Background: an optimization exercise with open tools, aiming at small area. Do not read the settings as production practice. Only simulation tests tie the RTL to the original design; equivalence was not proved. No driver is modelled on the clock port, so clocking that relies on it looks cheaper here than on a real chip. No activity file was given, so power comes from the tool's default toggle rates.

===== design.v =====
module my_converter_64_2_256 #(
    parameter int C_M_AXIS_DATA_WIDTH  = 256,
    parameter int C_S_AXIS_DATA_WIDTH  = 64,
    parameter int C_M_AXIS_TUSER_WIDTH = 128,
    parameter int C_S_AXIS_TUSER_WIDTH = 128
) (
    input  logic                              axi_aclk,
    input  logic                              axi_reset,
    input  logic [C_S_AXIS_DATA_WIDTH-1:0]    s_axis_tdata,
    input  logic [C_S_AXIS_DATA_WIDTH/8-1:0]  s_axis_tstrb,
    input  logic [C_S_AXIS_TUSER_WIDTH-1:0]   s_axis_tuser,
    input  logic                              s_axis_tvalid,
    output logic                              s_axis_tready,
    input  logic                              s_axis_tlast,
    output logic [C_M_AXIS_DATA_WIDTH-1:0]    m_axis_tdata,
    output logic [C_M_AXIS_DATA_WIDTH/8-1:0]  m_axis_tstrb,
    output logic [C_M_AXIS_TUSER_WIDTH-1:0]   m_axis_tuser,
    output logic                              m_axis_tvalid,
    input  logic                              m_axis_tready,
    output logic                              m_axis_tlast
);
    localparam int SW = C_S_AXIS_DATA_WIDTH;
    localparam int SB = C_S_AXIS_DATA_WIDTH / 8;
    localparam int MW = C_M_AXIS_DATA_WIDTH;
    localparam int MB = C_M_AXIS_DATA_WIDTH / 8;
    logic [1:0]                        lane_q, lane_d;
    logic [3*SW-1:0]                   acc_data_q, acc_data_d;
    logic [3*SB-1:0]                   acc_strb_q, acc_strb_d;
    logic [C_S_AXIS_TUSER_WIDTH-1:0]   acc_user_q, acc_user_d;
    logic [MW-1:0]                     m_data_q, m_data_d;
    logic [MB-1:0]                     m_strb_q, m_strb_d;
    logic [C_M_AXIS_TUSER_WIDTH-1:0]   m_user_q, m_user_d;
    logic                              m_vld_q, m_vld_d;
    logic                              m_last_q, m_last_d;
    logic          accept;
    logic          complete;
    logic [MW-1:0] word_data;
    logic [MB-1:0] word_strb;
    assign s_axis_tready = !axi_reset && (!m_vld_q || m_axis_tready);
    assign accept        = s_axis_tvalid && s_axis_tready;
    assign complete      = accept && (s_axis_tlast || lane_q == 2'd3);
    assign m_axis_tdata  = m_data_q;
    assign m_axis_tstrb  = m_strb_q;
    assign m_axis_tuser  = m_user_q;
    assign m_axis_tvalid = m_vld_q;
    assign m_axis_tlast  = m_last_q;
    always_comb begin
        word_data = '0;
        word_strb = '0;
        for (int i = 0; i < 3; i++) begin
            if (lane_q > 2'(i)) begin
                word_data[i*SW +: SW] = acc_data_q[i*SW +: SW];
                word_strb[i*SB +: SB] = acc_strb_q[i*SB +: SB];
            end
        end
        for (int i = 0; i < 4; i++) begin
            if (lane_q == 2'(i)) begin
                word_data[i*SW +: SW] = s_axis_tdata;
                word_strb[i*SB +: SB] = s_axis_tstrb;
            end
        end
    end
    always_comb begin
        lane_d     = lane_q;
        acc_data_d = acc_data_q;
        acc_strb_d = acc_strb_q;
        acc_user_d = acc_user_q;
        m_data_d   = m_data_q;
        m_strb_d   = m_strb_q;
        m_user_d   = m_user_q;
        m_vld_d    = m_vld_q;
        m_last_d   = m_last_q;
        if (m_vld_q && m_axis_tready) begin
            m_vld_d = 1'b0;
        end
        if (complete) begin
            lane_d   = 2'd0;
            m_data_d = word_data;
            m_strb_d = word_strb;
            m_user_d = (lane_q == 2'd0) ? s_axis_tuser : acc_user_q;
            m_last_d = s_axis_tlast;
            m_vld_d  = 1'b1;
        end else if (accept) begin
            lane_d = lane_q + 2'd1;
            for (int i = 0; i < 3; i++) begin
                if (lane_q == 2'(i)) begin
                    acc_data_d[i*SW +: SW] = s_axis_tdata;
                    acc_strb_d[i*SB +: SB] = s_axis_tstrb;
                end
            end
            if (lane_q == 2'd0) begin
                acc_user_d = s_axis_tuser;
            end
        end
    end
    always_ff @(posedge axi_aclk or posedge axi_reset) begin
        if (axi_reset) begin
            lane_q     <= '0;
            acc_data_q <= '0;
            acc_strb_q <= '0;
            acc_user_q <= '0;
            m_data_q   <= '0;
            m_strb_q   <= '0;
            m_user_q   <= '0;
            m_vld_q    <= 1'b0;
            m_last_q   <= 1'b0;
        end else begin
            lane_q     <= lane_d;
            acc_data_q <= acc_data_d;
            acc_strb_q <= acc_strb_d;
            acc_user_q <= acc_user_d;
            m_data_q   <= m_data_d;
            m_strb_q   <= m_strb_d;
            m_user_q   <= m_user_d;
            m_vld_q    <= m_vld_d;
            m_last_q   <= m_last_d;
        end
    end
endmodule

===== run.sh =====
#!/bin/bash
# synth_recipe.tcl (not shown) runs the flow's synth.tcl, then flattens the netlist and writes it again
# the make line also repeats each setting of config.mk as NAME=value (left out here)
make -C /OpenROAD-flow-scripts/flow DESIGN_CONFIG=/design/flow/config.mk WORK_HOME=/design/flow/orfs CLKGATE_MAP_FILE= SYNTH_SCRIPT=/design/flow/synth_recipe.tcl finish

===== constraint.sdc =====
create_clock -name core_clock -period 5.0 [get_ports {axi_aclk}]
set_input_delay 1.0000 -clock core_clock [delete_from_list [all_inputs] [get_ports {axi_aclk}]]
set_output_delay 1.0000 -clock core_clock [all_outputs]
set_load 0.01 [all_outputs]

===== config.mk =====
export PLATFORM = sky130hd
export DESIGN_NAME = my_converter_64_2_256
export DESIGN_NICKNAME = my_converter_64_2_256
export VERILOG_FILES = /design/flow/design.v
export SDC_FILE = /design/flow/constraint.sdc
export NUM_CORES = 4
export LEC_CHECK = 0
export CAP_MARGIN = 20
export CORE_MARGIN = 2
export CORE_UTILIZATION = 40
export SLEW_MARGIN = 20

==> impl_metrics.csv, run 1 <==
group,metric,value,unit
placed_design,port_buffers,623,
synthesis,yosysSeqAreaShare,58.5,%
worst_setup_path,path_class,"flip-flop to flip-flop",
cells_and_area,nFillCells,6803,
synthesis,synth.top_cell.area_share,58.5,%
worst_setup_path,r2r_start,"lane_q[1]",
pwr,internal_power,16800,uW
clocking,cts_buffer_depth,3,
synthesis,syn_area_per_cell,14.2,um2
sta,worst_pin_slew,1.31,ns
drt,wl_met2,44000,um
synthesis,synth_warnings,1,
placed_design,gp_congestion,0.788,
hold_path,hold_class,"flip-flop to flip-flop",
worst_setup_path,endpoint_kind,"flip-flop",
sta,skew,0.0237,ns
synthesis,ys_ff_latch,764,
floorplanning,die_y,290,um
drt,drt-total-wl,91700,um
synthesis,syn_area,32700,um2
worst_setup_path,crit_end,"acc_strb_q[16]",
drt,met3_length,6620,um
run_status,outcome,"timing/DRC/antenna clean",
sta,fin_tns_setup,0,ns
worst_setup_path,reg2reg_to,"acc_strb_q[16]",
global_route,gr-total-overflow,0,
worst_setup_path,crit_required,5.49,ns
cells_and_area,final_common_cell,"dfrtp_1",
drt,drtPass1Iterations,7,
pwr,p_per_area,561,nW/um2
floorplanning,dieArea,84100,um2
cells_and_area,drive_gt1_share,25.3,%
clocking,htreeDepth,3,
floorplanning,core_area,80700,um2
pwr,combPwrFrac,32.7,%
clocking,post_cts_buffers,0,
sta,clock.fmax,290,MHz
drt,met1Wirelength,37600,um
drt,viasPerCell,5.17,
sta,finalHoldViolations,0,
synthesis,synthDistinctLibCells,27,
drt,drc_errors,0,
pwr,seq_power_share,41.9,%
clocking,clkTransAtPathRegs,0.06,ns
pwr,p_leak,0.0184,uW
placed_design,place_inst,3875,
drt,wl_per_cell,22.8,um
global_route,grt_antenna_before_repair,6,
cells_and_area,layout_common_cells,"763 x dfrtp_1, 623 x clkdlybuf4s50_1, 569 x mux2_2",
clocking,cts_hold_buf,0,
floorplanning,io_pins,624,
clocking,cts-root-buf,"clkbuf_16",
cells_and_area,final_util,52.8,%
clocking,cts-buffers-inserted,85,
synthesis,synth_largest_area_cell,"dfrtp_1",
flow_run,max_cap_viol_count,0,
worst_setup_path,r2r_slack,1.55,ns
synthesis,yosys-top-cells-area,"dfrtp_1 58%, mux2_2 20%, mux2_1 11%, nand2_1 2.9%, a22o_1 2.4%",
cells_and_area,areaGrowthSynthToFinish,30.2,%
placed_design,dp_hpwl,62200,um
worst_setup_path,cp-start-kind,"flip-flop",
pwr,clkPwrFrac,25.3,%
sta,finalSetupViolCount,0,
synthesis,synth_cells,2309,
global_route,grt_usage,21.9,%
pwr,worst_ir_drop_vdd,321,uV
clocking,clk_latency,0.62,ns
drt,highest_layer,"met5",
worst_setup_path,crit_path_start,"lane_q[1]",
floorplanning,dieWidth,290,um
global_route,grt_first_pass_wirelength,142000,um
synthesis,synth_nets,2518,
cells_and_area,final_cells,4023,
sta,rsz0062_at_grt,"no",
sta,whs,0.482,ns
worst_setup_path,worstPathArrival,3.93,ns
clocking,clock_sinks,764,
floorplanning,start_util,40.5,%
pwr,p_sw_share,29.6,%
clocking,cts_tree,"done",
cells_and_area,nets,3111,
sta,maxSlewViolCount,0,
drt,num_vias,20800,
drt,ant_nets,0,
hold_path,hold_path_depth,1,
sta,period_share,68.9,%
drt,initialDrtViolationCount,1025,
clocking,post_cts_resized,0,
sta,fin_crit,3.45,ns
worst_setup_path,rr_worst_depth,5,
floorplanning,rows,104,
worst_setup_path,cp_max_fo,65,
global_route,grt_pass1_vias,22100,
pwr,p_sw,7070,uW
global_route,grt_max_degree,150,
sta,max-slew-margin-rel,12.9,%
==> Yosys cell counts (all sizes together) <==
| cell type | count |
|---|---|
| mux2 | 888 |
| dfrtp | 764 |
| nand2 | 253 |
| o21ai | 128 |
| buf | 124 |
| a22o | 90 |
| clkbuf | 35 |
| inv | 5 |
| ha | 4 |
| nand4 | 3 |
| nor2 | 3 |
| nor2b | 3 |
| nand2b | 2 |
| and2b | 1 |
| and3 | 1 |
| nand3 | 1 |
| nor3 | 1 |
| o22ai | 1 |
| o2bb2ai | 1 |
| or3 | 1 |
==> state kept, by name, indices dropped and copies added (netlist names) <==
register / flops
acc_data_q: 192
acc_strb_q: 24
acc_user_q: 128
lane_q: 2
m_data_q: 256
m_last_q: 1
m_strb_q: 32
m_user_q: 128
m_vld_q: 1
==> critical path, stage by stage, from the launching register on <==
cell     delay [ns]
dfrtp_2        0.40
buf_4          0.71
ha_4           0.65
nand4_4        0.64
buf_4          0.49
mux2_1         0.37
==> logic make-up (layout without fill, tap and decap cells) <==
| family | Yosys count | after routing | share of synthesized area (%) |
|---|---|---|---|
| other cells | 0 | 3 | 0 |
| simple gates | 269 | 269 | 3.25 |
| mux | 888 | 888 | 30.6 |
| buf+inv | 164 | 815 | 3.13 |
| fa+ha+maj | 4 | 4 | 0.153 |
| compound gates | 220 | 220 | 4.42 |
| flops | 764 | 764 | 58.5 |
==> power by group through the flow <==
stage | Clock, uW | Sequential (uW) | Combinational (uW)
2_1_floorplan | 0 | 10400 | 3550
3_3_place_gp | 0 | 9990 | 7760
3_5_place_dp | 0 | 10100 | 7930
4_1_cts | 6230 | 10000 | 7970
5_1_grt | 6470 | 10400 | 8400
6_report | 6060 | 10000 | 7820
==> how the worst min path moves through the flow <==
stage	start	to	slack (ns)
after floorplan	acc_data_q[0]	acc_data_q[0]	0.46
after global placement	acc_user_q[59]	acc_user_q[59]	0.47
after detailed placement	m_data_q[149]	m_data_q[149]	0.47
after CTS	m_data_q[149]	m_data_q[149]	0.49
after global routing	m_data_q[149]	m_data_q[149]	0.49
final	m_data_q[130]	m_data_q[130]	0.48
==> final cells by class <==
cell class	count	area [um2]	area share, %
multi-input combinational	1381	12600	29.7
antenna	3	7.51	0.0176
inverter	5	22.5	0.0529
clock buffer	122	2440	5.73
tap	1060	1330	3.12
sequential	764	19100	44.9
clock inverter	23	239	0.561
timing repair buffer	665	6780	15.9
==> metrics by stage <==
step                power, uW  area [um2]  worst slack (ns)
global placement        17800       39900              1.20
CTS                     24200       42600              1.46
finish                  23900       42600              1.55
detailed placement      18100       39900              1.40
floorplan               13900       32700             -6.48
global route            25200       42600              1.32
==> routing by layer <==
layer / vias to the layer above / GRT usage [%]
met5: - / 0
met3: 158 / 6.95
met1: 10700 / 26.8
met4: 4 / 8.60
li1: 9370 / -
met2: 515 / 36.0
==> run 2, diff against run 1 <==
==> design.v (replaced) <==
module my_converter_64_2_256 #(
    parameter int C_M_AXIS_DATA_WIDTH  = 256,
    parameter int C_S_AXIS_DATA_WIDTH  = 64,
    parameter int C_M_AXIS_TUSER_WIDTH = 128,
    parameter int C_S_AXIS_TUSER_WIDTH = 128
) (
    input  logic                              axi_aclk,
    input  logic                              axi_reset,
    input  logic [C_S_AXIS_DATA_WIDTH-1:0]    s_axis_tdata,
    input  logic [C_S_AXIS_DATA_WIDTH/8-1:0]  s_axis_tstrb,
    input  logic [C_S_AXIS_TUSER_WIDTH-1:0]   s_axis_tuser,
    input  logic                              s_axis_tvalid,
    output logic                              s_axis_tready,
    input  logic                              s_axis_tlast,
    output logic [C_M_AXIS_DATA_WIDTH-1:0]    m_axis_tdata,
    output logic [C_M_AXIS_DATA_WIDTH/8-1:0]  m_axis_tstrb,
    output logic [C_M_AXIS_TUSER_WIDTH-1:0]   m_axis_tuser,
    output logic                              m_axis_tvalid,
    input  logic                              m_axis_tready,
    output logic                              m_axis_tlast
);
    localparam int SW = C_S_AXIS_DATA_WIDTH;
    localparam int SB = C_S_AXIS_DATA_WIDTH / 8;
    localparam int MW = C_M_AXIS_DATA_WIDTH;
    localparam int MB = C_M_AXIS_DATA_WIDTH / 8;
    logic [1:0]                        lane_q;
    logic                              m_vld_q;
    logic [MW-1:0]                     m_data_q;
    logic [MB-1:0]                     m_strb_q;
    logic [C_M_AXIS_TUSER_WIDTH-1:0]   m_user_q;
    logic                              m_last_q;
    logic       accept;
    logic       complete;
    logic [3:0] ld;      
    logic [3:0] hold;    
    assign s_axis_tready = !axi_reset && (!m_vld_q || m_axis_tready);
    assign accept        = s_axis_tvalid && s_axis_tready;
    assign complete      = accept && (s_axis_tlast || lane_q == 2'd3);
    assign m_axis_tdata  = m_data_q;
    assign m_axis_tstrb  = m_strb_q;
    assign m_axis_tuser  = m_user_q;
    assign m_axis_tvalid = m_vld_q;
    assign m_axis_tlast  = m_last_q;
    always_comb begin
        for (int i = 0; i < 4; i++) ld[i] = accept && lane_q == 2'(i);
        hold[0] = !ld[0];
        for (int i = 1; i < 4; i++) hold[i] = !ld[i] && !ld[0];
    end
    always_ff @(posedge axi_aclk or posedge axi_reset) begin
        if (axi_reset) begin
            lane_q  <= '0;
            m_vld_q <= 1'b0;
        end else begin
            if (complete)    lane_q <= 2'd0;
            else if (accept) lane_q <= lane_q + 2'd1;
            m_vld_q <= complete || (m_vld_q && !m_axis_tready);
        end
    end
    always_ff @(posedge axi_aclk) begin
        for (int i = 0; i < 4; i++) begin
            m_data_q[i*SW +: SW] <= ({SW{ld[i]}} & s_axis_tdata) | ({SW{hold[i]}} & m_data_q[i*SW +: SW]);
            m_strb_q[i*SB +: SB] <= ({SB{ld[i]}} & s_axis_tstrb) | ({SB{hold[i]}} & m_strb_q[i*SB +: SB]);
        end
        m_user_q <= ({C_M_AXIS_TUSER_WIDTH{ld[0]}} & s_axis_tuser) | ({C_M_AXIS_TUSER_WIDTH{hold[0]}} & m_user_q);
        if (accept) m_last_q <= s_axis_tlast;
    end
endmodule
--- a/config.mk
+++ b/config.mk
@@ -5,6 +5,7 @@
 export SDC_FILE = /design/flow/constraint.sdc
 export NUM_CORES = 4
 export LEC_CHECK = 0
+export ABC_AREA = 1
 export CAP_MARGIN = 20
 export CORE_MARGIN = 2
 export CORE_UTILIZATION = 40
==> impl_metrics.csv, run 2 <==
group,metric,value,unit
placed_design,gp_congestion,0.959,
clocking,cts_buffer_depth,3,
synthesis,ys.flop_type,"dfxtp_1",
worst_setup_path,path_class,"input port to output pin",
cells_and_area,nets,1987,
clocking,cts_tree,"done",
synthesis,synth_warnings,1,
global_route,met3_usage,11.8,%
global_route,grt_max_degree,220,
sta,period_share,65.2,%
global_route,grt_pass1_vias,11700,
placed_design,dp_hpwl,39300,um
synthesis,yosysSeqAreaShare,72.6,%
synthesis,synth_common_cells,"221 x nand2_1, 221 x nand4_1, 216 x dfxtp_1, 216 x nand3_1, 201 x edfxtp_1",
pwr,worst_ir_drop_vdd,320,uV
placed_design,port_buffers,623,
synthesis,synthXorXnorAreaFrac,0,%
flow_run,max_cap_viol_count,0,
sta,fin_crit,3.26,ns
global_route,grt_antenna_before_repair,10,
drt,ant_nets,0,
synthesis,synthDistinctLibCells,19,
cells_and_area,final_common_cell,"clkdlybuf4s50_1",
global_route,grtUsageMet2,48.4,%
pwr,p_per_area,431,nW/um2
clocking,post_cts_resized,0,
clocking,cts_hold_buf,0,
global_route,busiest_layer,"met2",
hold_path,hold_class,"flip-flop to flip-flop",
run_status,outcome,"timing/DRC/antenna clean",
clocking,post_cts_buffers,0,
drt,num_vias,12200,
drt,drc_errors,0,
floorplanning,start_util,40.5,%
hold_path,min_to,"m_data_q[246]",
drt,drt-total-wl,57700,um
worst_setup_path,r2r_start,"lane_q[0]",
synthesis,yosys-top-cells-area,"edfxtp_1 42%, dfxtp_1 30%, nand4_1 9.6%, nand3_1 7.5%, nand2_1 5.8%",
synthesis,ys_ff_latch,420,
drt,drtPass1Iterations,8,
floorplanning,die_y,194,um
synthesis,synth.top_cell.area_share,42.0,%
cells_and_area,layout_common_cells,"622 x clkdlybuf4s50_1, 221 x nand4_1, 221 x nand2_1",
clocking,clk_latency,0.56,ns
cells_and_area,final_cells,2283,
clocking,cts-root-buf,"clkbuf_16",
cells_and_area,areaGrowthSynthToFinish,54.8,%
worst_setup_path,crit_required,4.00,ns
pwr,p_leak,0.00859,uW
synthesis,synth.area.mux_share,0,%
synthesis,synth_simple_gate_area_share,23.1,%
cells_and_area,final_util,62.7,%
synthesis,syn_area_per_cell,11.8,um2
worst_setup_path,r2r_slack,2.33,ns
synthesis,synth-edff-count,201,
synthesis,synthArstFlopShare,0.714,%
placed_design,place_area,20900,um2
global_route,gr-total-overflow,0,
sta,rsz0062_at_grt,"no",
sta,max-slew-margin-rel,30.6,%
floorplanning,dieArea,37500,um2
drt,initialDrtViolationCount,1062,
synthesis,syn_area,14400,um2
worst_setup_path,worstPathArrival,2.26,ns
clocking,clock_sinks,420,
floorplanning,core_area,35500,um2
sta,fin_tns_setup,0,ns
sta,finalSetupViolCount,0,
synthesis,synth_fa_ha_area_share,0.348,%
placed_design,place_inst,2193,
worst_setup_path,cp_max_fo,2,
hold_path,hold_path_depth,2,
sta,finalHoldViolations,0,
worst_setup_path,endpoint_kind,"output pin",
hold_path,hold_start,"m_data_q[246]",
worst_setup_path,cp-start-kind,"input port",
floorplanning,dieWidth,194,um
drt,viasPerCell,5.36,
synthesis,synth_cells,1213,
global_route,met1_usage,35.9,%
global_route,grt_first_pass_wirelength,82700,um
sta,skew,0.0182,ns
synthesis,synth_compound_area_share,0.0348,%
sta,maxSlewViolCount,0,
floorplanning,io_pins,624,
worst_setup_path,rr_worst_depth,5,
floorplanning,rows,69,
sta,clock.fmax,307,MHz
synthesis,synth_largest_area_cell,"edfxtp_1",
sta,worst_pin_slew,1.04,ns
cells_and_area,drive_gt1_share,4.30,%
clocking,clkTransAtPathRegs,0.06,ns
clocking,htreeDepth,2,
global_route,grt_usage,29.7,%
synthesis,synth_nets,1422,
clocking,cts-buffers-inserted,44,
synthesis,synth_top_family_by_area,"simple AND/OR/NAND/NOR gates",
cells_and_area,finish.instance_area,22200,um2
drt,wl_per_cell,25.3,um
-- run 2: layout make-up --
type | count | area, um2
Antenna cell | 10 | 25.0
Timing Repair Buffer | 637 | 6400
Clock inverter | 10 | 47.5
Multi-Input combinational cell | 668 | 3420
Sequential cell | 420 | 10400
Tap cell | 461 | 577
Clock buffer | 70 | 1300
Fill cell | 2898 | 13200
Inverter | 7 | 30.0
-- run 2: worst max-delay path by stage --
stage | cells past startpoint | slack (ns) | to | start
after floorplan | 5 | 0.04 | flip-flop | s_axis_tvalid
after global placement | 5 | 1.44 | flip-flop | axi_reset
after detailed placement | 5 | 1.44 | flip-flop | axi_reset
after CTS | 4 | 1.73 | s_axis_tready | m_axis_tready
after global routing | 4 | 1.71 | s_axis_tready | m_axis_tready
final | 4 | 1.74 | s_axis_tready | m_axis_tready
-- run 2: critical path, cell delays in order --
cell and delay, ns:
clkdlybuf4s50_1 0.48, nor2_1 0.07, nor2_4 0.12, clkdlybuf4s50_1 0.58
-- run 2: report_power, final --
part           total (uW)  switching [uW]  internal (uW)
registers            4310             222           4090
clock network        3110            1330           1780
logic                2160            1120           1030
total                9580            2670           6910
-- run 2: cells by family after synthesis --
group,count (synthesis)
fa+ha+maj,4
buf+inv,125
flops,420
simple gates,663
compound gates,1
-- run 2: through the flow --
step / setup slack, ns / hold WS, ns / total power [uW]
floorplan: 0.0394 / 0.487 / 5140
global placement: 1.44 / 0.454 / 6510
detailed placement: 1.44 / 0.456 / 6530
CTS: 1.73 / 0.466 / 9640
global route: 1.71 / 0.480 / 9940
finish: 1.74 / 0.464 / 9580
-- run 2: layer usage --
metal,vias up,routed length (um)
li1,5596,-
met1,6016,22100
met2,560,28300
met3,70,6000
met4,2,1330
met5,-,8
==> run 3, diff against run 2 <==
--- a/design.v
+++ b/design.v
@@ -56,12 +56,48 @@
             m_vld_q <= complete || (m_vld_q && !m_axis_tready);
         end
     end
+    logic [MW-1:0]                   m_data_d;
+    logic [MB-1:0]                   m_strb_d;
+    logic [C_M_AXIS_TUSER_WIDTH-1:0] m_user_d;
+    for (genvar i = 0; i < 4; i++) begin : g_lane
+        upconv_lane_sel #(.W(SW + SB)) u_sel (
+            .ld   (ld[i]),
+            .hold (hold[i]),
+            .d    ({s_axis_tstrb, s_axis_tdata}),
+            .q    ({m_strb_q[i*SB +: SB], m_data_q[i*SW +: SW]}),
+            .y    ({m_strb_d[i*SB +: SB], m_data_d[i*SW +: SW]})
+        );
+    end
+    upconv_lane_sel #(.W(C_M_AXIS_TUSER_WIDTH)) u_sel_user (
+        .ld   (ld[0]),
+        .hold (hold[0]),
+        .d    (s_axis_tuser),
+        .q    (m_user_q),
+        .y    (m_user_d)
+    );
+    logic m_last_d;
+    upconv_lane_sel #(.W(1)) u_sel_last (
+        .ld   (accept),
+        .hold (!accept),
+        .d    (s_axis_tlast),
+        .q    (m_last_q),
+        .y    (m_last_d)
+    );
     always_ff @(posedge axi_aclk) begin
-        for (int i = 0; i < 4; i++) begin
-            m_data_q[i*SW +: SW] <= ({SW{ld[i]}} & s_axis_tdata) | ({SW{hold[i]}} & m_data_q[i*SW +: SW]);
-            m_strb_q[i*SB +: SB] <= ({SB{ld[i]}} & s_axis_tstrb) | ({SB{hold[i]}} & m_strb_q[i*SB +: SB]);
-        end
-        m_user_q <= ({C_M_AXIS_TUSER_WIDTH{ld[0]}} & s_axis_tuser) | ({C_M_AXIS_TUSER_WIDTH{hold[0]}} & m_user_q);
-        if (accept) m_last_q <= s_axis_tlast;
+        m_data_q <= m_data_d;
+        m_strb_q <= m_strb_d;
+        m_user_q <= m_user_d;
+        m_last_q <= m_last_d;
     end
 endmodule
+module upconv_lane_sel #(
+    parameter int W = 72
+) (
+    input  logic         ld,
+    input  logic         hold,
+    input  logic [W-1:0] d,
+    input  logic [W-1:0] q,
+    output logic [W-1:0] y
+);
+    assign y = ({W{ld}} & d) | ({W{hold}} & q);
+endmodule
==> flow/run.sh (new file) <==
#!/bin/bash
# Standard ORFS layout with two changes:
#  - synthesis maps logic with an area-recovering ABC script (strash; dch; amap), on a private
#    copy of the ORFS scripts; everything else in synthesis is the standard one, so the
#    registers (names, count, cell types) are exactly the standard synthesis's;
#  - the port buffers that global placement inserts are buf_1 cells.
set -euo pipefail
cp -r "$FLOW_HOME/scripts" ./myscripts
printf 'strash\ndch\namap\ntopo\n' > myscripts/abc_area.script
bash standard.sh "SCRIPTS_DIR=$PWD/myscripts" synth > synth_stage.log 2>&1
bash standard.sh "BUFFER_PORTS_ARGS=-buffer_cell sky130_fd_sc_hd__buf_1" finish > layout_stage.log 2>&1
==> standard.sh (new file) <==
#!/bin/bash
# synth_recipe.tcl (not shown) runs the flow's synth.tcl, then flattens the netlist and writes it again
# the make line also repeats each setting of config.mk as NAME=value (left out here)
make -C /OpenROAD-flow-scripts/flow DESIGN_CONFIG=/design/flow/config.mk WORK_HOME=/design/flow/orfs CLKGATE_MAP_FILE= SYNTH_SCRIPT=/design/flow/synth_recipe.tcl "${@:-finish}"
--- a/config.mk
+++ b/config.mk
@@ -10,3 +10,4 @@
 export CORE_MARGIN = 2
 export CORE_UTILIZATION = 40
 export SLEW_MARGIN = 20
+export SYNTH_HIERARCHICAL = 1
removed: run.sh
==> impl_metrics.csv, run 3 <==
group,metric,value,unit
run_status,outcome,"timing/DRC/antenna clean",
sta,worst_pin_slew,1.01,ns
pwr,worst_ir_drop_vdd,361,uV
sta,max-slew-margin-rel,32.9,%
floorplanning,dieArea,32000,um2
clocking,cts_hold_buf,0,
worst_setup_path,cp_max_fo,127,
global_route,grt_first_pass_wirelength,62800,um
clocking,cts-root-buf,"clkbuf_16",
drt,ant_nets,0,
global_route,grt_pass1_vias,9908,
floorplanning,die_y,179,um
synthesis,synth_cells,863,
cells_and_area,regArea,8420,um2
flow_run,max_cap_viol_count,0,
worst_setup_path,rr_worst_depth,10,
sta,setup_slack,1.87,ns
floorplanning,core_area,30300,um2
cells_and_area,final_util,55.1,%
synthesis,synth.top_cell.area_share,68.3,%
sta,clock.fmax,319,MHz
pwr,p_sw_share,33.5,%
synthesis,synth_common_cells,"417 x a22o_1, 417 x dfxtp_1, 6 x clkinv_1",
synthesis,syn_area_per_cell,14.2,um2
sta,fin_crit,3.13,ns
worst_setup_path,crit_path_start,"m_axis_tready",
pwr,clkPwrFrac,25.2,%
worst_setup_path,cp-start-kind,"input port",
clocking,cts_tree,"done",
sta,rsz0062_at_grt,"no",
synthesis,syn_area,12200,um2
floorplanning,rows,64,
cells_and_area,drive_gt1_share,5.91,%
placed_design,place_worst_setup_slack,1.40,ns
pwr,internal_power,8530,uW
clocking,post_cts_resized,0,
drt,wl_per_cell,22.7,um
sta,whs,0.372,ns
drt,viasPerCell,5.39,
synthesis,synth_nets,1072,
synthesis,synthDistinctLibCells,12,
cells_and_area,final_common_cell,"buf_1",
global_route,gr-total-overflow,0,
clocking,htreeDepth,2,
floorplanning,io_pins,624,
clocking,cts_buffer_depth,3,
worst_setup_path,endpoint_kind,"flip-flop",
cells_and_area,nets,1751,
worst_setup_path,crit_required,5.46,ns
clocking,cts-buffers-inserted,43,
pwr,seq_power_share,43.9,%
synthesis,yosysSeqAreaShare,68.9,%
clocking,post_cts_buffers,0,
synthesis,ys.flop_type,"dfxtp_1",
cells_and_area,top_register,"m_data_q",
drt,drt-total-wl,44800,um
global_route,grt_usage,25.8,%
drt,drc_errors,0,
worst_setup_path,r2r_start,"m_vld_q",
synthesis,ys_ff_latch,420,
drt,drtPass1Iterations,5,
worst_setup_path,path_class,"input port to flip-flop",
synthesis,synth-edff-count,0,
clocking,clk_latency,0.52,ns
drt,num_vias,10600,
global_route,grt_max_degree,128,
clocking,clkTransAtPathRegs,0.06,ns
sta,maxSlewViolCount,0,
synthesis,synth_warnings,7,
synthesis,yosys-top-cells-area,"dfxtp_1 68%, a22o_1 30%, dfrtp_1 0.61%, ha_1 0.41%, clkinv_1 0.18%",
hold_path,hold_class,"input port to async pin",
global_route,grt_antenna_before_repair,3,
synthesis,synth_largest_area_cell,"dfxtp_1",
cells_and_area,areaGrowthSynthToFinish,36.8,%
cells_and_area,multi_input_area,3860,um2
cells_and_area,layout_common_cells,"623 x buf_1, 417 x a22o_1, 417 x dfxtp_1",
placed_design,gp_congestion,0.814,
floorplanning,dieWidth,179,um
drt,initialDrtViolationCount,552,
sta,finalHoldViolations,0,
pwr,p_sw,4290,uW
pwr,p_per_area,767,nW/um2
sta,finalSetupViolCount,0,
floorplanning,start_util,40.3,%
pwr,p_leak,0.00653,uW
synthesis,synthArstFlopShare,0.714,%
worst_setup_path,worstPathArrival,3.59,ns
sta,fin_tns_setup,0,ns
cells_and_area,reg_top3,"m_data_q: 256 flops, m_user_q: 128 flops, m_strb_q: 32 flops",
sta,period_share,62.6,%
cells_and_area,largest_register_ffs,256,
pwr,combPwrFrac,31.0,%
clocking,clock_sinks,420,
placed_design,dp_hpwl,30900,um
sta,skew,0.00924,ns
placed_design,port_buffers,623,
cells_and_area,nFillCells,2762,
-- run 3: cell count changes after synthesis, moves of 6 or more --
cell and delta:
clkinv_1 +6, dfxtp_1 +201, a22o_1 +417, buf_2 -35, buf_4 -9, clkbuf_1 -70, nand4_1 -221, edfxtp_1 -201
nand3_1 -216, nand2_1 -217
-- run 3: cell type report --
class / instances / share of cell area, %
clock buffer: 66 / 8.04
clock inverter: 11 / 0.658
timing repair buffer: 634 / 14.5
multi-input combinational: 437 / 23.1
tap: 396 / 2.96
antenna: 3 / 0.0449
inverter: 6 / 0.322
sequential: 420 / 50.4
-- run 3: kinds of logic after synthesis --
family          share of synthesized area (%)
fa+ha+maj                               0.409
buf+inv                                 0.184
simple gates                            0.481
flops                                    68.9
compound gates                           30.0
-- run 3: critical path, cell delays in order --
cell and delay [ns]:
buf_1 0.11, nor2_4 0.10, nor2_4 0.05, nand2_4 0.15, clkinv_4 0.11, nand2_8 0.50, clkinv_16 0.41, nor2_4 0.22
buf_4 0.48, a22o_1 0.24
-- run 3: power groups by stage --
stage,sequential (uW),combinational [uW],clock [uW]
3_3_place_gp,5620,3960,0
4_1_cts,5610,4010,3280
5_1_grt,5790,4280,3410
6_report,5620,3970,3220
2_1_floorplan,6280,1520,0
3_5_place_dp,5640,4000,0
-- run 3: path summary, 6_finish.rpt --
path	end	slack [ns]
max	m_data_q[203]	1.87
min	m_vld_q	0.37
max reg2reg	m_data_q[203]	1.96
min reg2reg	m_data_q[164]	0.48
max in group asynchronous	lane_q[1]	4.51
min in group core_clock	m_data_q[164]	0.48
-- run 3: through the flow --
stage / power, uW / std cells / cell area, um2
final: 12800 / 1973 / 16700
after global placement: 9580 / 1893 / 15300
after CTS: 12900 / 1970 / 16700
after global routing: 13500 / 1973 / 16700
after floorplan: 7800 / 863 / 12300
after detailed placement: 9640 / 1893 / 15300
-- run 3: layer usage --
metal	up-vias	GRT usage, %	wire length [um]
met5	-	0	0
met4	0	8.77	1450
met3	87	7.23	4030
met2	504	44.6	22200
met1	5183	30.8	17200
li1	4859	-	-
==> run 4, diff against run 3 <==
==> flow/run.sh (replaced) <==
#!/bin/bash
# Standard ORFS layout with three changes:
#  - synthesis maps logic with an area-recovering ABC script (strash; dch; amap), on a private
#    copy of the ORFS scripts; everything else in synthesis is the standard one, so the
#    registers (names, count, cell types) are exactly the standard synthesis's;
#  - the port buffers that global placement inserts are buf_1 cells;
#  - clock tree synthesis uses clkbuf_8 cells driving larger sink clusters, and no dummy loads.
set -euo pipefail
cp -r "$FLOW_HOME/scripts" ./myscripts
printf 'strash\ndch\namap\ntopo\n' > myscripts/abc_area.script
bash standard.sh "SCRIPTS_DIR=$PWD/myscripts" synth > synth_stage.log 2>&1
bash standard.sh "BUFFER_PORTS_ARGS=-buffer_cell sky130_fd_sc_hd__buf_1" \
  "CTS_ARGS=-sink_clustering_enable -repair_clock_nets -dont_use_dummy_load -buf_list sky130_fd_sc_hd__clkbuf_8 -sink_clustering_size 25 -sink_clustering_max_diameter 60" \
  finish > layout_stage.log 2>&1
==> impl_metrics.csv, run 4 <==
group,metric,value,unit
sta,max-slew-margin-rel,32.9,%
clocking,cts_tree,"done",
synthesis,synth.top_cell.area_share,68.3,%
worst_setup_path,endpoint_kind,"flip-flop",
drt,drtPass1Iterations,7,
clocking,clkTransAtPathRegs,0.10,ns
clocking,clk_latency,0.62,ns
synthesis,ys.flop_type,"dfxtp_1",
sta,finalHoldViolations,0,
clocking,cts-root-buf,"clkbuf_8",
synthesis,synth_warnings,7,
sta,skew,0.0514,ns
cells_and_area,layout_common_cells,"623 x buf_1, 417 x a22o_1, 417 x dfxtp_1",
global_route,grt_first_pass_wirelength,62000,um
sta,setup_slack,2.02,ns
drt,viasPerCell,5.45,
global_route,grt_antenna_before_repair,4,
cells_and_area,top_register,"m_data_q",
placed_design,dp_hpwl,30900,um
run_status,outcome,"timing/DRC/antenna clean",
sta,rsz0062_at_grt,"no",
worst_setup_path,r2r_start,"m_vld_q",
cells_and_area,nets,1738,
global_route,grt_usage,25.4,%
drt,wl_per_cell,23.0,um
synthesis,synth_common_cells,"417 x a22o_1, 417 x dfxtp_1, 6 x clkinv_1",
synthesis,synthArstFlopShare,0.714,%
sta,clock.fmax,336,MHz
drt,ant_nets,0,
drt,drt-total-wl,44200,um
worst_setup_path,worstPathArrival,3.50,ns
sta,worst_pin_slew,1.01,ns
worst_setup_path,cp-start-kind,"input port",
worst_setup_path,cp_max_fo,127,
clocking,htreeDepth,1,
drt,num_vias,10500,
clocking,clock_sinks,420,
flow_run,max_cap_viol_count,0,
global_route,grt_pass1_vias,9690,
placed_design,place_inst,1893,
sta,finalSetupViolCount,0,
cells_and_area,drive_gt1_share,3.47,%
cells_and_area,final_common_cell,"buf_1",
worst_setup_path,crit_path_start,"m_axis_tready",
clocking,cts_hold_buf,0,
sta,maxSlewViolCount,0,
placed_design,place_worst_setup_slack,1.40,ns
placed_design,gp_congestion,0.814,
clocking,post_cts_buffers,0,
global_route,grt_max_degree,128,
floorplanning,die_y,179,um
floorplanning,core_area,30300,um2
drt,drc_errors,0,
floorplanning,rows,64,
cells_and_area,final_util,51.7,%
synthesis,yosys-top-cells-area,"dfxtp_1 68%, a22o_1 30%, dfrtp_1 0.61%, ha_1 0.41%, clkinv_1 0.18%",
floorplanning,dieWidth,179,um
cells_and_area,largest_register_ffs,256,
cells_and_area,nFillCells,2850,
floorplanning,dieArea,32000,um2
synthesis,synth-edff-count,0,
drt,initialDrtViolationCount,543,
cells_and_area,final_cells,1927,
pwr,p_per_area,709,nW/um2
placed_design,port_buffers,623,
pwr,power,11100,uW
sta,whs,0.297,ns
floorplanning,start_util,40.3,%
synthesis,syn_area,12200,um2
synthesis,synth_largest_area_cell,"dfxtp_1",
cells_and_area,reg_top3,"m_data_q: 256 flops, m_user_q: 128 flops, m_strb_q: 32 flops",
synthesis,synthDistinctLibCells,12,
cells_and_area,areaGrowthSynthToFinish,28.3,%
sta,fin_crit,2.98,ns
pwr,worst_ir_drop_vdd,367,uV
clocking,cts_buffer_depth,3,
global_route,gr-total-overflow,0,
clocking,post_cts_resized,0,
worst_setup_path,path_class,"input port to flip-flop",
synthesis,syn_area_per_cell,14.2,um2
synthesis,synth_cells,863,
floorplanning,io_pins,624,
synthesis,yosysSeqAreaShare,68.9,%
worst_setup_path,crit_required,5.52,ns
hold_path,hold_class,"input port to async pin",
synthesis,synth_nets,1072,
synthesis,ys_ff_latch,420,
pwr,p_leak,0.00602,uW
clocking,cts-buffers-inserted,30,
sta,period_share,59.5,%
[run 4: final timing paths]
check                           endpoint  slack (ns)  cells past startpoint
max                        m_data_q[198]        2.02                     10
max reg2reg                m_data_q[198]        2.04                     10
min reg2reg                m_data_q[173]        0.48                      1
min                            lane_q[0]        0.30                      2
min in group core_clock    m_data_q[173]        0.48                      1
max in group asynchronous      lane_q[1]        4.57                      2
[run 4: area by class of cell]
| class | instances | area [um2] | area share (%) |
|---|---|---|---|
| diodes | 4 | 10.0 | 0.0638 |
| clock buffers | 30 | 413 | 2.63 |
| inverters | 6 | 53.8 | 0.343 |
| multi-input cells | 437 | 3860 | 24.6 |
| flip-flops and latches | 420 | 8420 | 53.7 |
| well taps | 396 | 495 | 3.16 |
| repair buffers | 634 | 2420 | 15.5 |
[run 4: logic make-up (layout without fill, tap and decap cells)]
group / after synthesis / in the layout / share of synthesized area, %
other: 0 / 4 / 0
AND/OR/NAND/NOR: 13 / 13 / 0.481
AO/OA/AOI/OAI: 420 / 420 / 30.0
adder cells (fa/ha/maj): 4 / 4 / 0.409
buffers and inverters: 6 / 670 / 0.184
flip-flops: 420 / 420 / 68.9
[run 4: critical path, cell delays in order]
cell and delay (ns):
buf_1 0.11, nor2_4 0.10, nor2_4 0.05, nand2_4 0.15
clkinv_4 0.11, nand2_8 0.49, clkinv_16 0.41, nor2_4 0.21
buf_4 0.48, a22o_1 0.24
[run 4: metrics by stage]
step / instance area [um2] / setup TNS (ns)
after CTS: 15700 / 0
after floorplan: 12300 / -46.58
after detailed placement: 15300 / 0
after global placement: 15300 / 0
final: 15700 / 0
after global routing: 15700 / 0
[run 4: per-layer routing]
layer	GRT usage [%]	vias to the layer above	wire, um
met2	43.6	469	22000
met1	30.6	5155	17000
met5	0	-	11
met4	8.54	2	1280
met3	7.08	75	3960
li1	-	4793	-
[run 4: where the power goes]
group	internal (uW)	switching (uW)	total, uW
combinational	1750	2220	3970
sequential	4820	793	5610
clock	536	1010	1540
==> run 5, diff against run 4 <==
--- a/design.v
+++ b/design.v
@@ -23,26 +23,29 @@
     localparam int SB = C_S_AXIS_DATA_WIDTH / 8;
     localparam int MW = C_M_AXIS_DATA_WIDTH;
     localparam int MB = C_M_AXIS_DATA_WIDTH / 8;
-    logic [1:0]                        lane_q;
+    logic [1:0]                        lane_q;    
+    logic [1:0]                        lane_inc;
     logic                              m_vld_q;
     logic [MW-1:0]                     m_data_q;
     logic [MB-1:0]                     m_strb_q;
     logic [C_M_AXIS_TUSER_WIDTH-1:0]   m_user_q;
     logic                              m_last_q;
+    localparam logic [7:0] LANE_CODE = 8'b10_11_01_00;
     logic       accept;
     logic       complete;
     logic [3:0] ld;      
     logic [3:0] hold;    
     assign s_axis_tready = !axi_reset && (!m_vld_q || m_axis_tready);
     assign accept        = s_axis_tvalid && s_axis_tready;
-    assign complete      = accept && (s_axis_tlast || lane_q == 2'd3);
+    assign complete      = accept && (s_axis_tlast || lane_q == LANE_CODE[7:6]);
+    assign lane_inc      = {lane_q[0], !lane_q[1]};
     assign m_axis_tdata  = m_data_q;
     assign m_axis_tstrb  = m_strb_q;
     assign m_axis_tuser  = m_user_q;
     assign m_axis_tvalid = m_vld_q;
     assign m_axis_tlast  = m_last_q;
     always_comb begin
-        for (int i = 0; i < 4; i++) ld[i] = accept && lane_q == 2'(i);
+        for (int i = 0; i < 4; i++) ld[i] = accept && lane_q == LANE_CODE[2*i +: 2];
         hold[0] = !ld[0];
         for (int i = 1; i < 4; i++) hold[i] = !ld[i] && !ld[0];
     end
@@ -52,7 +55,7 @@
             m_vld_q <= 1'b0;
         end else begin
             if (complete)    lane_q <= 2'd0;
-            else if (accept) lane_q <= lane_q + 2'd1;
+            else if (accept) lane_q <= lane_inc;
             m_vld_q <= complete || (m_vld_q && !m_axis_tready);
         end
     end
--- a/flow/run.sh
+++ b/flow/run.sh
@@ -10,5 +10,5 @@
 printf 'strash\ndch\namap\ntopo\n' > myscripts/abc_area.script
 bash standard.sh "SCRIPTS_DIR=$PWD/myscripts" synth > synth_stage.log 2>&1
 bash standard.sh "BUFFER_PORTS_ARGS=-buffer_cell sky130_fd_sc_hd__buf_1" \
-  "CTS_ARGS=-sink_clustering_enable -repair_clock_nets -dont_use_dummy_load -buf_list sky130_fd_sc_hd__clkbuf_8 -sink_clustering_size 25 -sink_clustering_max_diameter 60" \
+  "CTS_ARGS=-sink_clustering_enable -repair_clock_nets -dont_use_dummy_load -buf_list sky130_fd_sc_hd__clkbuf_8 -sink_clustering_size 20 -sink_clustering_max_diameter 60" \
   finish > layout_stage.log 2>&1
==> impl_metrics.csv, run 5 <==
group,metric,value,unit
run_status,outcome,"timing/DRC/antenna clean",
pwr,seq_power_share,54.4,%
clocking,cts_hold_buf,0,
drt,viasPerCell,5.50,
floorplanning,rows,63,
placed_design,gp_congestion,0.853,
worst_setup_path,rr_worst_depth,10,
synthesis,synth_cells,859,
floorplanning,start_util,40.8,%
hold_path,hold_class,"input port to async pin",
global_route,grt_antenna_before_repair,4,
pwr,p_sw_share,33.4,%
pwr,combPwrFrac,28.1,%
clocking,post_cts_resized,0,
clocking,cts-buffers-inserted,29,
drt,drc_errors,0,
synthesis,synth.area.mux_share,0,%
worst_setup_path,crit_required,5.50,ns
sta,worst_pin_slew,1.04,ns
pwr,clkPwrFrac,17.5,%
placed_design,place_worst_setup_slack,1.61,ns
clocking,cts-root-buf,"clkbuf_8",
cells_and_area,layout_common_cells,"623 x buf_1, 417 x a22o_1, 417 x dfxtp_1",
pwr,worst_ir_drop_vdd,314,uV
global_route,grt_max_degree,154,
sta,maxSlewViolCount,0,
drt,drtPass1Iterations,5,
synthesis,synth.top_cell.area_share,68.6,%
worst_setup_path,cp_max_fo,97,
synthesis,synth_largest_area_cell,"dfxtp_1",
clocking,clkTransAtPathRegs,0.09,ns
cells_and_area,largest_register_ffs,256,
pwr,p_sw,2930,uW
flow_run,max_cap_viol_count,0,
cells_and_area,final_cells,1919,
clocking,post_cts_buffers,0,
drt,num_vias,10600,
sta,period_share,57.5,%
clocking,clk_latency,0.60,ns
clocking,clock_sinks,420,
drt,wl_per_cell,24.7,um
pwr,internal_power,5830,uW
synthesis,synth_compound_area_share,30.2,%
cells_and_area,regArea,8420,um2
placed_design,place_inst,1883,
cells_and_area,final_common_cell,"buf_1",
floorplanning,dieArea,31800,um2
cells_and_area,areaGrowthSynthToFinish,28.2,%
worst_setup_path,r2r_start,"m_vld_q",
worst_setup_path,worst-path-buf-inv,4,
global_route,grt_first_pass_wirelength,66400,um
cells_and_area,drive_gt1_share,3.42,%
worst_setup_path,crit_slowest_cell,"inv_6",
placed_design,port_buffers,623,
sta,finalHoldViolations,0,
worst_setup_path,path_class,"input port to flip-flop",
sta,clock.fmax,348,MHz
sta,finalSetupViolCount,0,
sta,fin_tns_setup,0,ns
worst_setup_path,reg2reg_to,"m_strb_q[1]",
sta,fin_crit,2.88,ns
pwr,p_per_area,562,nW/um2
synthesis,synthDistinctLibCells,9,
synthesis,synth_top_family_by_area,"compound AO/OA/AOI/OAI gates",
global_route,gr-total-overflow,0,
pwr,power,8760,uW
drt,drt-total-wl,47500,um
worst_setup_path,cp_top_family,"buffers and inverters",
synthesis,syn_area_per_cell,14.2,um2
cells_and_area,nFillCells,2835,
synthesis,yosysSeqAreaShare,69.2,%
floorplanning,core_area,29800,um2
floorplanning,io_pins,624,
cells_and_area,final_util,52.4,%
synthesis,syn_area,12200,um2
floorplanning,dieWidth,178,um
cells_and_area,top_register,"m_data_q",
cells_and_area,multi_input_area,3790,um2
synthesis,synth-edff-count,0,
clocking,cts_buffer_depth,3,
synthesis,synth_common_cells,"417 x a22o_1, 417 x dfxtp_1, 7 x nor2_1",
drt,ant_nets,0,
synthesis,synth_simple_gate_area_share,0.381,%
worst_setup_path,worstPathArrival,3.37,ns
worst_setup_path,crit_path_max_incr_delay,0.58,ns
worst_setup_path,r2r_slack,2.15,ns
cells_and_area,reg_top3,"m_data_q: 256 flops, m_user_q: 128 flops, m_strb_q: 32 flops",
placed_design,dp_hpwl,34500,um
synthesis,synthXorXnorAreaFrac,0,%
worst_setup_path,cp-start-kind,"input port",
synthesis,synth_nets,1064,
worst_setup_path,path_common_cell,"nor2_4",
global_route,grt_usage,27.8,%
sta,max-slew-margin-rel,30.6,%
clocking,htreeDepth,1,
sta,setup_slack,2.12,ns
synthesis,ys_ff_latch,420,
floorplanning,die_y,178,um
sta,rsz0062_at_grt,"no",
worst_setup_path,worstPathCellList,"buf_1 -> nor2_4 -> nor2_4 -> nand2_2 -> clkinv_4 -> nand2_8 -> nor2_4 -> inv_6 -> buf_4 -> a22o_1",
drt,initialDrtViolationCount,686,
synthesis,synth_fa_ha_area_share,0,%
cells_and_area,nets,1729,
clocking,cts_tree,"done",
synthesis,ys.flop_type,"dfxtp_1",
sta,skew,0.0282,ns
synthesis,yosys-top-cells-area,"dfxtp_1 69%, a22o_1 30%, dfrtp_1 0.62%, nor2_1 0.22%, clkinv_1 0.19%",
synthesis,synth_warnings,7,
synthesis,synthArstFlopShare,0.714,%
pwr,p_leak,0.00597,uW
global_route,grt_pass1_vias,9713,
worst_setup_path,endpoint_kind,"flip-flop",
-- run 5: cell types whose count changed in the layout (fill, tap and decap cells not counted), moves of 2 or more --
cell	previous run	this run
nor2b_4	3	0
diode_2	4	7
nand2_2	0	2
ha_1	4	0
buf_12	0	2
-- run 5: per-layer routing --
layer  track usage (%)  vias to the layer above  routed length [um]
met5                 0                        -                  11
met4              7.08                        2                 960
met3              9.31                       63                4540
met2              46.7                      489               23300
met1              34.2                     5218               18600
li1                  -                     4792                   -
-- run 5: logic make-up after synthesis --
group                  count (synthesis)
AO/OA/AOI/OAI                        421
flip-flops                           420
AND/OR/NAND/NOR                       12
buffers and inverters                  6
-- run 5: worst max path at each step --
stage                    end  cells after the start          start
2_1_floorplan    m_data_q[0]                      8  m_axis_tready
3_3_place_gp   m_user_q[103]                     10  m_axis_tready
3_5_place_dp   m_user_q[104]                     10  m_axis_tready
4_1_cts         m_user_q[53]                     10  m_axis_tready
5_1_grt          m_strb_q[7]                     10        m_vld_q
6_report         m_strb_q[1]                     10  m_axis_tready
-- run 5: area by class of cell --
type / count / share of cell area, %
tap: 390 / 3.13
multi-input combinational: 433 / 24.3
timing repair buffer: 634 / 15.7
inverter: 6 / 0.209
clock buffer: 29 / 2.56
antenna: 7 / 0.112
sequential: 420 / 54.0
-- run 5: power groups by stage --
stage               logic (uW)  clock network (uW)  registers (uW)
CTS                       2480                1560            4750
detailed placement        2470                   0            4810
floorplan                  908                   0            5190
global route              2660                1690            4860
global placement          2460                   0            4790
finish                    2460                1540            4760
-- run 5: worst reg2reg max path: stages (launching register included) --
cell and delay [ns]:
dfrtp_1 0.36, clkinv_1 0.11, nor2_4 0.14, nor2_4 0.05
nand2_2 0.11, clkinv_4 0.11, nand2_8 0.40, nor2_4 0.23
inv_6 0.58, buf_4 0.49, a22o_1 0.18
-- run 5: through the flow --
| step | instance area (um2) | hold WS, ns |
|---|---|---|
| global placement | 15200 | 0.459 |
| detailed placement | 15200 | 0.462 |
| global route | 15600 | 0.274 |
| floorplan | 12200 | 0.522 |
| CTS | 15600 | 0.268 |
| finish | 15600 | 0.305 |
==> run 6, diff against run 5 <==
==> flow/run.sh (replaced) <==
#!/bin/bash
# Standard ORFS layout with three changes:
#  - synthesis maps logic with an area-recovering ABC script (strash; dch; amap), on a private
#    copy of the ORFS scripts; everything else in synthesis is the standard one, so the
#    registers (names, count, cell types) are exactly the standard synthesis's;
#  - the port buffers that global placement inserts are buf_1 cells;
#  - clock tree synthesis uses clkbuf_8 cells driving larger sink clusters, and no dummy loads;
#    after it, clock buffers whose estimated sink slew is too high are upsized (flow/clk_resize.tcl).
set -euo pipefail
cp -r "$FLOW_HOME/scripts" ./myscripts
printf 'strash\ndch\namap\ntopo\n' > myscripts/abc_area.script
bash standard.sh "SCRIPTS_DIR=$PWD/myscripts" synth > synth_stage.log 2>&1
bash standard.sh "BUFFER_PORTS_ARGS=-buffer_cell sky130_fd_sc_hd__buf_1" \
  "CTS_ARGS=-sink_clustering_enable -repair_clock_nets -dont_use_dummy_load -buf_list sky130_fd_sc_hd__clkbuf_4 -sink_clustering_size 12 -sink_clustering_max_diameter 40" \
  "POST_CTS_TCL=$PWD/flow/clk_resize.tcl" \
  finish > layout_stage.log 2>&1
==> flow/clk_resize.tcl (new file) <==
set target 0.115
estimate_parasitics -placement
proc max_load_slew {inst} {
  set mx 0
  set net [get_nets -of_objects [get_pins [get_full_name $inst]/X]]
  foreach pin [get_pins -of_objects $net -filter "direction==input"] {
    foreach p {slew_max_rise slew_max_fall} {
      set s [get_property $pin $p]
      if {$s > $mx} { set mx $s }
    }
  }
  return $mx
}
set bufs {}
foreach inst [get_cells *] {
  if {[string match "sky130_fd_sc_hd__clkbuf_*" [get_property $inst ref_name]]} {
    lappend bufs $inst
  }
}
# Two passes: upsizing a buffer raises the load, and so the slew, of its driver.
foreach pass {1 2} {
  foreach inst $bufs {
    foreach size {8 16} {
      if {[max_load_slew $inst] < $target} { break }
      if {[regexp {clkbuf_(\d+)$} [get_property $inst ref_name] -> n] && $n < $size} {
        replace_cell $inst sky130_fd_sc_hd__clkbuf_$size
        puts "clk_resize pass $pass [get_full_name $inst]: clkbuf_$n -> clkbuf_$size"
      }
    }
  }
}
detailed_placement
==> impl_metrics.csv, run 6 <==
group,metric,value,unit
global_route,grt_max_degree,154,
sta,finalSetupViolCount,0,
worst_setup_path,cp_top_family,"buffers and inverters",
floorplanning,io_pins,624,
sta,setup_slack,2.11,ns
sta,period_share,57.7,%
pwr,worst_ir_drop_vdd,286,uV
floorplanning,start_util,40.8,%
synthesis,synthArstFlopShare,0.714,%
placed_design,place_area,15200,um2
sta,max-slew-margin-rel,30.6,%
sta,worst_pin_slew,1.04,ns
clocking,clk_latency,0.64,ns
worst_setup_path,worstPathArrival,3.42,ns
drt,num_vias,10700,
worst_setup_path,worstPathCellList,"clkinv_1 -> nor2_4 -> nor2_4 -> nand2_2 -> clkinv_4 -> nand2_8 -> nor2_4 -> inv_6 -> buf_4 -> a22o_1",
clocking,clock_sinks,420,
flow_run,max_cap_viol_count,0,
placed_design,dp_hpwl,34500,um
worst_setup_path,worst-path-buf-inv,4,
sta,fin_crit,2.89,ns
floorplanning,dieArea,31800,um2
sta,skew,0.0689,ns
clocking,cts_tree,"done",
worst_setup_path,crit_required,5.53,ns
drt,drt-total-wl,47600,um
cells_and_area,layout_common_cells,"623 x buf_1, 417 x a22o_1, 417 x dfxtp_1",
synthesis,ys.flop_type,"dfxtp_1",
cells_and_area,nFillCells,2863,
worst_setup_path,path_class,"flip-flop to flip-flop",
worst_setup_path,cp-start-kind,"flip-flop",
synthesis,synth-edff-count,0,
synthesis,synth_nets,1064,
sta,finalHoldViolations,0,
drt,drc_errors,0,
global_route,grt_first_pass_wirelength,66400,um
cells_and_area,final_cells,1945,
global_route,grt_pass1_vias,9899,
floorplanning,core_area,29800,um2
synthesis,synth_cells,859,
placed_design,place_inst,1883,
run_status,outcome,"timing/DRC/antenna clean",
synthesis,synthDistinctLibCells,9,
placed_design,port_buffers,623,
cells_and_area,largest_register_ffs,256,
drt,drtPass1Iterations,5,
pwr,p_per_area,564,nW/um2
synthesis,synth_largest_area_cell,"dfxtp_1",
cells_and_area,reg_top3,"m_data_q: 256 flops, m_user_q: 128 flops, m_strb_q: 32 flops",
worst_setup_path,endpoint_kind,"flip-flop",
sta,maxSlewViolCount,0,
global_route,grt_usage,28.0,%
placed_design,place_worst_setup_slack,1.61,ns
pwr,p_leak,0.00602,uW
drt,wl_per_cell,24.5,um
worst_setup_path,path_common_cell,"nor2_4",
drt,initialDrtViolationCount,642,
synthesis,yosysSeqAreaShare,69.2,%
sta,clock.fmax,346,MHz
cells_and_area,drive_gt1_share,4.79,%
clocking,clkTransAtPathRegs,0.09,ns
cells_and_area,top_register,"m_data_q",
cells_and_area,areaGrowthSynthToFinish,28.7,%
sta,fin_tns_setup,0,ns
synthesis,syn_area_per_cell,14.2,um2
synthesis,ys_ff_latch,420,
cells_and_area,final_common_cell,"buf_1",
synthesis,synth_common_cells,"417 x a22o_1, 417 x dfxtp_1, 7 x nor2_1",
synthesis,synth_warnings,7,
hold_path,hold_class,"input port to async pin",
global_route,gr-total-overflow,0,
sta,rsz0062_at_grt,"no",
floorplanning,rows,63,
cells_and_area,finish.instance_area,15700,um2
synthesis,yosys-top-cells-area,"dfxtp_1 69%, a22o_1 30%, dfrtp_1 0.62%, nor2_1 0.22%, clkinv_1 0.19%",
floorplanning,dieWidth,178,um
worst_setup_path,crit_path_max_incr_delay,0.57,ns
placed_design,gp_congestion,0.853,
cells_and_area,nets,1751,
drt,ant_nets,0,
worst_setup_path,crit_slowest_cell,"inv_6",
global_route,grt_antenna_before_repair,13,
worst_setup_path,cp_max_fo,97,
synthesis,synth.top_cell.area_share,68.6,%
drt,viasPerCell,5.51,
synthesis,syn_area,12200,um2
floorplanning,die_y,178,um
run 6: worst paths after layout:
check	startpoint	end	slack, ns	depth (start not counted)
setup / recovery	m_vld_q	m_user_q[49]	2.11	10
hold / removal	axi_reset	m_vld_q	0.23	2
setup reg to reg	m_vld_q	m_user_q[49]	2.11	10
hold reg to reg	m_data_q[49]	m_data_q[49]	0.48	1
max in group asynchronous	axi_reset	lane_q[1]	4.64	2
min in group core_clock	m_data_q[49]	m_data_q[49]	0.48	1
run 6: per-layer routing:
layer	global-route usage, %	share of wire (%)
met5	0	0.048
met4	11.7	3.4
met3	10.8	11
met2	44.8	48
met1	33.6	38
run 6: layout make-up:
| class | count | area [um2] | share of cell area, % |
|---|---|---|---|
| inverters | 6 | 32.5 | 0.208 |
| diodes | 11 | 27.5 | 0.176 |
| multi-input cells | 433 | 3790 | 24.2 |
| clock buffers | 51 | 445 | 2.85 |
| repair buffers | 634 | 2450 | 15.6 |
| well taps | 390 | 488 | 3.12 |
| flip-flops and latches | 420 | 8420 | 53.8 |
run 6: kinds of logic (layout without fill, tap and decap cells):
logic type,count (synthesis),count (layout),share of synthesized area (%)
AOI/OAI and AO/OA,421,421,30.2
DFF,420,420,69.2
and+or+nand+nor,12,12,0.380
buffers and inverters,6,691,0.185
other,0,11,0
run 6: per-stage QoR:
stage,hold slack [ns],power [uW],utilization (%)
global placement,0.459,7250,51.0
floorplan,0.522,6100,-
finish,0.234,8830,52.5
global route,0.209,9290,52.5
detailed placement,0.462,7280,51.0
run 6: report_power, final:
part	internal (uW)	total [uW]	switching [uW]	leakage (uW)
combinational	1050	2470	1410	0.00227
clock	552	1600	1050	0.000261
sequential	4260	4770	507	0.00349

==> separate check: timing with driven ports <==
No port has a modelled driver above. Below, the same layouts with a new extraction and two added sets of constraints.
Step 1 sets driving cells, clkbuf_16 on the clock port and buf_2 on the other inputs (assumed; they add their load-dependent delay and slew).
Step 2 times the ports against the registers' clock, not the clock port: input delays grow and output delays shrink by t, the midpoint of the rising clock arrivals with the driver on.
Three values: no drivers, after step 1, after step 2; two values: the first two.
run	t (ns)	setup slack, ns	clock arrival spread, ns	worst register clock-pin slew, ns	cell pins on the clock port's net
run 1	0.678	1.553 / 1.553 / 1.389	0.031 / 0.030	0.06 / 0.06	1
run 2	0.603	1.741 / 1.690 / 1.419	0.021 / 0.021	0.06 / 0.06	1
run 3	0.568	1.868 / 1.895 / 1.327	0.018 / 0.017	0.06 / 0.06	1
run 4	0.631	2.024 / 2.044 / 1.415	0.073 / 0.074	0.12 / 0.12	1
run 5	0.623	2.124 / 2.143 / 1.520	0.053 / 0.053	0.12 / 0.12	1
run 6	0.657	2.113 / 2.113 / 1.507	0.080 / 0.080	0.12 / 0.12	1
After both steps every run listed still meets setup and hold. The setup slack of run 4, which loses most, moves by +0.020 ns with the drivers and by -0.609 ns with both steps.
